Background: an optimization exercise with open tools, aiming at small area and a short achievable clock period. Do not read the settings as production practice. The RTL was checked by simulation tests, not by an equivalence proof against the original design.

==> flow/design.v (excerpt) <==
module qmult #(
   parameter int Q = 15,
   parameter int N = 32
) (
   input  logic [N-1:0] a,
   input  logic [N-1:0] b,
   output logic [N-1:0] c,
   input  logic         clk,
   input  logic         rst,
   output logic [N-1:0] c_reg,
   output logic         ovr
);
   logic [32:0] bx;
   logic [31:0] ax;
   assign bx = {1'b0, b[30:0], 1'b0};
   assign ax = {1'b0, a[30:0]};
   logic [31:0] axm;
   assign axm = {a[30:0], 1'b0};
   logic [15:0] one, two, neg;
   logic [511:0] pp;
   for (genvar i = 0; i < 16; i++) begin : g_row
      assign one[i] = bx[2*i+1] ^ bx[2*i];
      assign two[i] = (bx[2*i+2] & ~bx[2*i+1] & ~bx[2*i]) | (~bx[2*i+2] & bx[2*i+1] & bx[2*i]);
      assign neg[i] = bx[2*i+2];
      for (genvar j = 0; j < 32; j++) begin : g_bit
         if (j == 0) begin : g_lsb
            assign pp[i*32+j] = (one[i] & ax[0]) ^ neg[i];
         end else if (j == 31) begin : g_msb
            assign pp[i*32+j] = (two[i] & ax[30]) ^ neg[i];
         end else if (2*i+j < 47) begin : g_used
            if (i == 15) begin : g_pos
               qmult_bsel_pos u_sel (.one(one[i]), .two(two[i]), .x(ax[j]), .xm(axm[j]), .p(pp[i*32+j]));
            end else begin : g_sel
         qmult_bsel u_sel (.one(one[i]), .two(two[i]), .neg(neg[i]), .x(ax[j]), .xm(axm[j]), .p(pp[i*32+j]));
            end
         end else begin : g_unused
            assign pp[i*32+j] = 1'b0;
         end
      end
   end
   logic s1;
   logic c2;
   logic s3;
   logic c4;
   logic s5;
   logic c6;
   logic s7;
   logic c8;
   logic s9;
   logic c10;
   logic s11;
   logic c12;
   logic s13;
   logic c14;
   logic s15;
   logic c16;
   logic s17;
   logic c18;
   logic s19;
   logic c20;
   logic s21;
   logic c22;
  ...
clock: 15.0 ns
lec_check: 0
cap_margin: 20
core_margin: 2
core_utilization: 40
slew_margin: 20
synth_hierarchical: 1
synth_minimum_keep_size: 0
standard.sh (not shown) runs the stock make flow with config.mk's settings and CLKGATE_MAP_FILE= SYNTH_SCRIPT=/design/flow/synth_recipe.tcl, a recipe that flattens the netlist after the stock synthesis.
==> flow/flow/run.sh <==
#!/bin/bash
# Standard synthesis (unchanged), then the standard ORFS layout with extra settings:
#  - the Booth selectors, which ABC maps at drive strength 2, are downsized to
#    strength 1 before floorplanning (downsize.tcl); timing repair upsizes any
#    that the critical paths need;
#  - the delay cells (clkdlybuf4s*, dlygate*, dlymetal*) are kept out of the
#    port and fanout buffering, which otherwise picks them.
# Each make run logs to its own file in this folder.
set -euo pipefail
here=$(pwd)
PLATFORM_DONT_USE="sky130_fd_sc_hd__probe_p_8 sky130_fd_sc_hd__probec_p_8 sky130_fd_sc_hd__lpflow_bleeder_1 sky130_fd_sc_hd__lpflow_clkbufkapwr_1 sky130_fd_sc_hd__lpflow_clkbufkapwr_16 sky130_fd_sc_hd__lpflow_clkbufkapwr_2 sky130_fd_sc_hd__lpflow_clkbufkapwr_4 sky130_fd_sc_hd__lpflow_clkbufkapwr_8 sky130_fd_sc_hd__lpflow_clkinvkapwr_1 sky130_fd_sc_hd__lpflow_clkinvkapwr_16 sky130_fd_sc_hd__lpflow_clkinvkapwr_2 sky130_fd_sc_hd__lpflow_clkinvkapwr_4 sky130_fd_sc_hd__lpflow_clkinvkapwr_8 sky130_fd_sc_hd__lpflow_decapkapwr_12 sky130_fd_sc_hd__lpflow_decapkapwr_3 sky130_fd_sc_hd__lpflow_decapkapwr_4 sky130_fd_sc_hd__lpflow_decapkapwr_6 sky130_fd_sc_hd__lpflow_decapkapwr_8 sky130_fd_sc_hd__lpflow_inputiso0n_1 sky130_fd_sc_hd__lpflow_inputiso0p_1 sky130_fd_sc_hd__lpflow_inputiso1n_1 sky130_fd_sc_hd__lpflow_inputiso1p_1 sky130_fd_sc_hd__lpflow_inputisolatch_1 sky130_fd_sc_hd__lpflow_isobufsrc_1 sky130_fd_sc_hd__lpflow_isobufsrc_16 sky130_fd_sc_hd__lpflow_isobufsrc_2 sky130_fd_sc_hd__lpflow_isobufsrc_4 sky130_fd_sc_hd__lpflow_isobufsrc_8 sky130_fd_sc_hd__lpflow_isobufsrckapwr_16 sky130_fd_sc_hd__lpflow_lsbuf_lh_hl_isowell_tap_1 sky130_fd_sc_hd__lpflow_lsbuf_lh_hl_isowell_tap_2 sky130_fd_sc_hd__lpflow_lsbuf_lh_hl_isowell_tap_4 sky130_fd_sc_hd__lpflow_lsbuf_lh_isowell_4 sky130_fd_sc_hd__lpflow_lsbuf_lh_isowell_tap_1 sky130_fd_sc_hd__lpflow_lsbuf_lh_isowell_tap_2 sky130_fd_sc_hd__lpflow_lsbuf_lh_isowell_tap_4"
DELAY_CELLS="sky130_fd_sc_hd__clkdlybuf4s15_1 sky130_fd_sc_hd__clkdlybuf4s15_2 sky130_fd_sc_hd__clkdlybuf4s18_1 sky130_fd_sc_hd__clkdlybuf4s18_2 sky130_fd_sc_hd__clkdlybuf4s25_1 sky130_fd_sc_hd__clkdlybuf4s25_2 sky130_fd_sc_hd__clkdlybuf4s50_1 sky130_fd_sc_hd__clkdlybuf4s50_2 sky130_fd_sc_hd__dlygate4sd1_1 sky130_fd_sc_hd__dlygate4sd2_1 sky130_fd_sc_hd__dlygate4sd3_1 sky130_fd_sc_hd__dlymetal6s2s_1 sky130_fd_sc_hd__dlymetal6s4s_1 sky130_fd_sc_hd__dlymetal6s6s_1"
export DOWNSIZE_CELLS="sky130_fd_sc_hd__a22oi"

bash standard.sh synth > synth.log 2>&1
bash standard.sh \
  PRE_FLOORPLAN_TCL="$here/flow/downsize.tcl" \
  DONT_USE_CELLS="$PLATFORM_DONT_USE $DELAY_CELLS" \
  finish > layout.log 2>&1
Other scripts of this flow, unchanged in this note and not shown: flow/flow/downsize.tcl
The baseline completed without violations.
Change:
CORE_UTILIZATION = 60   (was 40)
SETUP_SLACK_MARGIN = 2   (was default)
What happened: Final area came out higher by 3.9%. First-iteration DRC count goes down by 0.43%. Non-clock buffer count went up by 75.

========
Setup of ember:
qmult again, from the RTL that the note above started with.
export LEC_CHECK = 0
export CAP_MARGIN = 20
export CORE_MARGIN = 2
export CORE_UTILIZATION = 40
export SETUP_SLACK_MARGIN = 2.5
export SLEW_MARGIN = 20
export SYNTH_HIERARCHICAL = 1
export SYNTH_MINIMUM_KEEP_SIZE = 0
create_clock -name core_clock -period 15.0 [get_ports {clk}]
==> flow/flow/downsize.tcl <==
# Downsize combinational cells that synthesis mapped above drive strength 1 (the
# Booth selectors come out of ABC as a22oi_2); timing repair later upsizes what
# the critical paths need. Registers are left as they are.
set n 0
foreach inst [[ord::get_db_block] getInsts] {
  set m [[$inst getMaster] getName]
  if {[regexp {^(sky130_fd_sc_hd__[a-z0-9]+)_([0-9]+)$} $m -> base drv]} {
    if {$drv > 1 && ![string match "*df*" $base] && ![string match "*dl*" $base] \
          && [lsearch -exact $::env(DOWNSIZE_CELLS) $base] >= 0} {
      set lc [get_lib_cells ${base}_1]
      if {$lc ne ""} {
        replace_cell [$inst getName] ${base}_1
        incr n
      }
    }
  }
}
puts "downsize: downsized $n cells"
Scripts as last shown in full above: flow/flow/run.sh
The flow did not stop early for ember: all stages ran, and the layout cleared the timing, design-rule and antenna checks.
What pepper does differently from ember at the input level:
Settings: changing SETUP_SLACK_MARGIN from 2.5 to 2.
--- a/flow/flow/run.sh
+++ b/flow/flow/run.sh
@@ -1,6 +1,6 @@
 #!/bin/bash
 # Standard synthesis (unchanged), then the standard ORFS layout with extra settings:
-#  - the Booth selectors, which ABC maps at drive strength 2, are downsized to
-#    strength 1 before floorplanning (downsize.tcl); timing repair upsizes any
+#  - combinational cells that ABC maps above drive strength 1 are downsized to
+#    strength 1 before floorplanning (downsize.tcl); timing repair upsizes those
 #    that the critical paths need;
 #  - the delay cells (clkdlybuf4s*, dlygate*, dlymetal*) are kept out of the
@@ -11,5 +11,5 @@
 PLATFORM_DONT_USE="sky130_fd_sc_hd__probe_p_8 sky130_fd_sc_hd__probec_p_8 sky130_fd_sc_hd__lpflow_bleeder_1 sky130_fd_sc_hd__lpflow_clkbufkapwr_1 sky130_fd_sc_hd__lpflow_clkbufkapwr_16 sky130_fd_sc_hd__lpflow_clkbufkapwr_2 sky130_fd_sc_hd__lpflow_clkbufkapwr_4 sky130_fd_sc_hd__lpflow_clkbufkapwr_8 sky130_fd_sc_hd__lpflow_clkinvkapwr_1 sky130_fd_sc_hd__lpflow_clkinvkapwr_16 sky130_fd_sc_hd__lpflow_clkinvkapwr_2 sky130_fd_sc_hd__lpflow_clkinvkapwr_4 sky130_fd_sc_hd__lpflow_clkinvkapwr_8 sky130_fd_sc_hd__lpflow_decapkapwr_12 sky130_fd_sc_hd__lpflow_decapkapwr_3 sky130_fd_sc_hd__lpflow_decapkapwr_4 sky130_fd_sc_hd__lpflow_decapkapwr_6 sky130_fd_sc_hd__lpflow_decapkapwr_8 sky130_fd_sc_hd__lpflow_inputiso0n_1 sky130_fd_sc_hd__lpflow_inputiso0p_1 sky130_fd_sc_hd__lpflow_inputiso1n_1 sky130_fd_sc_hd__lpflow_inputiso1p_1 sky130_fd_sc_hd__lpflow_inputisolatch_1 sky130_fd_sc_hd__lpflow_isobufsrc_1 sky130_fd_sc_hd__lpflow_isobufsrc_16 sky130_fd_sc_hd__lpflow_isobufsrc_2 sky130_fd_sc_hd__lpflow_isobufsrc_4 sky130_fd_sc_hd__lpflow_isobufsrc_8 sky130_fd_sc_hd__lpflow_isobufsrckapwr_16 sky130_fd_sc_hd__lpflow_lsbuf_lh_hl_isowell_tap_1 sky130_fd_sc_hd__lpflow_lsbuf_lh_hl_isowell_tap_2 sky130_fd_sc_hd__lpflow_lsbuf_lh_hl_isowell_tap_4 sky130_fd_sc_hd__lpflow_lsbuf_lh_isowell_4 sky130_fd_sc_hd__lpflow_lsbuf_lh_isowell_tap_1 sky130_fd_sc_hd__lpflow_lsbuf_lh_isowell_tap_2 sky130_fd_sc_hd__lpflow_lsbuf_lh_isowell_tap_4"
 DELAY_CELLS="sky130_fd_sc_hd__clkdlybuf4s15_1 sky130_fd_sc_hd__clkdlybuf4s15_2 sky130_fd_sc_hd__clkdlybuf4s18_1 sky130_fd_sc_hd__clkdlybuf4s18_2 sky130_fd_sc_hd__clkdlybuf4s25_1 sky130_fd_sc_hd__clkdlybuf4s25_2 sky130_fd_sc_hd__clkdlybuf4s50_1 sky130_fd_sc_hd__clkdlybuf4s50_2 sky130_fd_sc_hd__dlygate4sd1_1 sky130_fd_sc_hd__dlygate4sd2_1 sky130_fd_sc_hd__dlygate4sd3_1 sky130_fd_sc_hd__dlymetal6s2s_1 sky130_fd_sc_hd__dlymetal6s4s_1 sky130_fd_sc_hd__dlymetal6s6s_1"
-export DOWNSIZE_CELLS="sky130_fd_sc_hd__a22oi"
+export DOWNSIZE_CELLS="all"
 
 bash standard.sh synth > synth.log 2>&1
==> flow/flow/downsize.tcl <==
# Downsize combinational cells that synthesis mapped above drive strength 1 (ABC
# maps for speed with no timing context, e.g. the Booth selectors as a22oi_2); timing repair later upsizes what
# the critical paths need. Registers are left as they are.
set n 0
foreach inst [[ord::get_db_block] getInsts] {
  set m [[$inst getMaster] getName]
  if {[regexp {^(sky130_fd_sc_hd__[a-z0-9]+)_([0-9]+)$} $m -> base drv]} {
    if {$drv > 1 && ![string match "*df*" $base] && ![string match "*dl*" $base] \
          && ($::env(DOWNSIZE_CELLS) eq "all" || [lsearch -exact $::env(DOWNSIZE_CELLS) $base] >= 0)} {
      set lc [get_lib_cells ${base}_1]
      if {$lc ne ""} {
        replace_cell [$inst getName] ${base}_1
        incr n
      }
    }
  }
}
puts "downsize: downsized $n cells"
==> run notes <==
ember → pepper: cell count saw a decrease, shortest period the worst path allows saw an increase.
Run comparison: pepper end point of the critical path c[25]; ember end point of the critical path c[30]
Number of buffers added for setup after CTS: lower on pepper
On pepper: post-route core utilization is 3.1 points lower than what ember gave.
Comparing ember and pepper, the higher data arrival time of the worst path is on pepper.
Layout clock buffer count for pepper: 1 down relative to ember
Relative to ember, global-route track usage on met2 decreased by 2.8 points in pepper.
#### Input delta (harbor over pepper)
--- a/flow/flow/run.sh
+++ b/flow/flow/run.sh
@@ -1,6 +1,6 @@
 #!/bin/bash
 # Standard synthesis (unchanged), then the standard ORFS layout with extra settings:
-#  - combinational cells that ABC maps above drive strength 1 are downsized to
-#    strength 1 before floorplanning (downsize.tcl); timing repair upsizes those
+#  - the Booth selectors, which ABC maps at drive strength 2, are downsized to
+#    strength 1 before floorplanning (downsize.tcl); timing repair upsizes any
 #    that the critical paths need;
 #  - the delay cells (clkdlybuf4s*, dlygate*, dlymetal*) are kept out of the
@@ -11,5 +11,5 @@
 PLATFORM_DONT_USE="sky130_fd_sc_hd__probe_p_8 sky130_fd_sc_hd__probec_p_8 sky130_fd_sc_hd__lpflow_bleeder_1 sky130_fd_sc_hd__lpflow_clkbufkapwr_1 sky130_fd_sc_hd__lpflow_clkbufkapwr_16 sky130_fd_sc_hd__lpflow_clkbufkapwr_2 sky130_fd_sc_hd__lpflow_clkbufkapwr_4 sky130_fd_sc_hd__lpflow_clkbufkapwr_8 sky130_fd_sc_hd__lpflow_clkinvkapwr_1 sky130_fd_sc_hd__lpflow_clkinvkapwr_16 sky130_fd_sc_hd__lpflow_clkinvkapwr_2 sky130_fd_sc_hd__lpflow_clkinvkapwr_4 sky130_fd_sc_hd__lpflow_clkinvkapwr_8 sky130_fd_sc_hd__lpflow_decapkapwr_12 sky130_fd_sc_hd__lpflow_decapkapwr_3 sky130_fd_sc_hd__lpflow_decapkapwr_4 sky130_fd_sc_hd__lpflow_decapkapwr_6 sky130_fd_sc_hd__lpflow_decapkapwr_8 sky130_fd_sc_hd__lpflow_inputiso0n_1 sky130_fd_sc_hd__lpflow_inputiso0p_1 sky130_fd_sc_hd__lpflow_inputiso1n_1 sky130_fd_sc_hd__lpflow_inputiso1p_1 sky130_fd_sc_hd__lpflow_inputisolatch_1 sky130_fd_sc_hd__lpflow_isobufsrc_1 sky130_fd_sc_hd__lpflow_isobufsrc_16 sky130_fd_sc_hd__lpflow_isobufsrc_2 sky130_fd_sc_hd__lpflow_isobufsrc_4 sky130_fd_sc_hd__lpflow_isobufsrc_8 sky130_fd_sc_hd__lpflow_isobufsrckapwr_16 sky130_fd_sc_hd__lpflow_lsbuf_lh_hl_isowell_tap_1 sky130_fd_sc_hd__lpflow_lsbuf_lh_hl_isowell_tap_2 sky130_fd_sc_hd__lpflow_lsbuf_lh_hl_isowell_tap_4 sky130_fd_sc_hd__lpflow_lsbuf_lh_isowell_4 sky130_fd_sc_hd__lpflow_lsbuf_lh_isowell_tap_1 sky130_fd_sc_hd__lpflow_lsbuf_lh_isowell_tap_2 sky130_fd_sc_hd__lpflow_lsbuf_lh_isowell_tap_4"
 DELAY_CELLS="sky130_fd_sc_hd__clkdlybuf4s15_1 sky130_fd_sc_hd__clkdlybuf4s15_2 sky130_fd_sc_hd__clkdlybuf4s18_1 sky130_fd_sc_hd__clkdlybuf4s18_2 sky130_fd_sc_hd__clkdlybuf4s25_1 sky130_fd_sc_hd__clkdlybuf4s25_2 sky130_fd_sc_hd__clkdlybuf4s50_1 sky130_fd_sc_hd__clkdlybuf4s50_2 sky130_fd_sc_hd__dlygate4sd1_1 sky130_fd_sc_hd__dlygate4sd2_1 sky130_fd_sc_hd__dlygate4sd3_1 sky130_fd_sc_hd__dlymetal6s2s_1 sky130_fd_sc_hd__dlymetal6s4s_1 sky130_fd_sc_hd__dlymetal6s6s_1"
-export DOWNSIZE_CELLS="all"
+export DOWNSIZE_CELLS="sky130_fd_sc_hd__a22oi"
 
 bash standard.sh synth > synth.log 2>&1
==> flow/flow/downsize.tcl <==
# Downsize combinational cells that synthesis mapped above drive strength 1 (the
# Booth selectors come out of ABC as a22oi_2); timing repair later upsizes what
# the critical paths need. Registers are left as they are.
set n 0
foreach inst [[ord::get_db_block] getInsts] {
  set m [[$inst getMaster] getName]
  if {[regexp {^(sky130_fd_sc_hd__[a-z0-9]+)_([0-9]+)$} $m -> base drv]} {
    if {$drv > 1 && ![string match "*df*" $base] && ![string match "*dl*" $base] \
          && [lsearch -exact $::env(DOWNSIZE_CELLS) $base] >= 0} {
      set lc [get_lib_cells ${base}_1]
      if {$lc ne ""} {
        replace_cell [$inst getName] ${base}_1
        incr n
      }
    }
  }
}
puts "downsize: downsized $n cells"
Results
- Higher via count of the first global-routing pass was reported by harbor, not pepper.
- [compare] base=pepper new=harbor: non-clock buffer share of cell area dropped 0.94 points, largest driver fanout on the critical path climbed 4, final-layout clock-cell area share barely changed.
- On worst hold slack, pepper beats harbor.
- Looking at cell with the biggest individual delay on the critical path, the sky130_fd_sc_hd__fa_2 result is from harbor; the sky130_fd_sc_hd__buf_1 one comes from pepper.
- harbor reports a higher first-pass GRT wire length than pepper does.

## separate check: timing with driven ports
The results above use ideal ports. As a check the final layouts listed here were re-extracted and re-timed, cells and wires unchanged. Step 1 sets driving cells, clkbuf_16 on the clock port and buf_2 on the other inputs (assumed; they add their load-dependent delay and slew). Step 2 adds t to the input delays and takes it off the output delays; t is the mean of the earliest and latest rising clock arrival at the registers after step 1. Input paths then give back, and output paths get back, about the clock's delay inside the block. Slacks: ideal ports / drivers / drivers and shift; pairs: ideal ports / drivers.
run	shift t [ns]	setup slack, ns	worst hold slack (ns)
the first run of note 1	0.312	1.048 / 1.027 / 1.027	2.721 / 2.709 / 3.021
the second run of note 1	0.315	2.063 / 2.029 / 2.029	2.687 / 2.672 / 2.987
ember	0.329	2.615 / 2.523 / 2.523	2.785 / 2.763 / 3.092
pepper	0.310	2.160 / 2.074 / 2.074	2.722 / 2.714 / 3.024
harbor	0.314	2.183 / 2.084 / 2.084	2.698 / 2.687 / 3.000
After both steps every run listed still meets setup and hold. For harbor, which loses most, drivers alone change the setup slack by -0.099 ns; drivers and shift together by -0.099 ns.
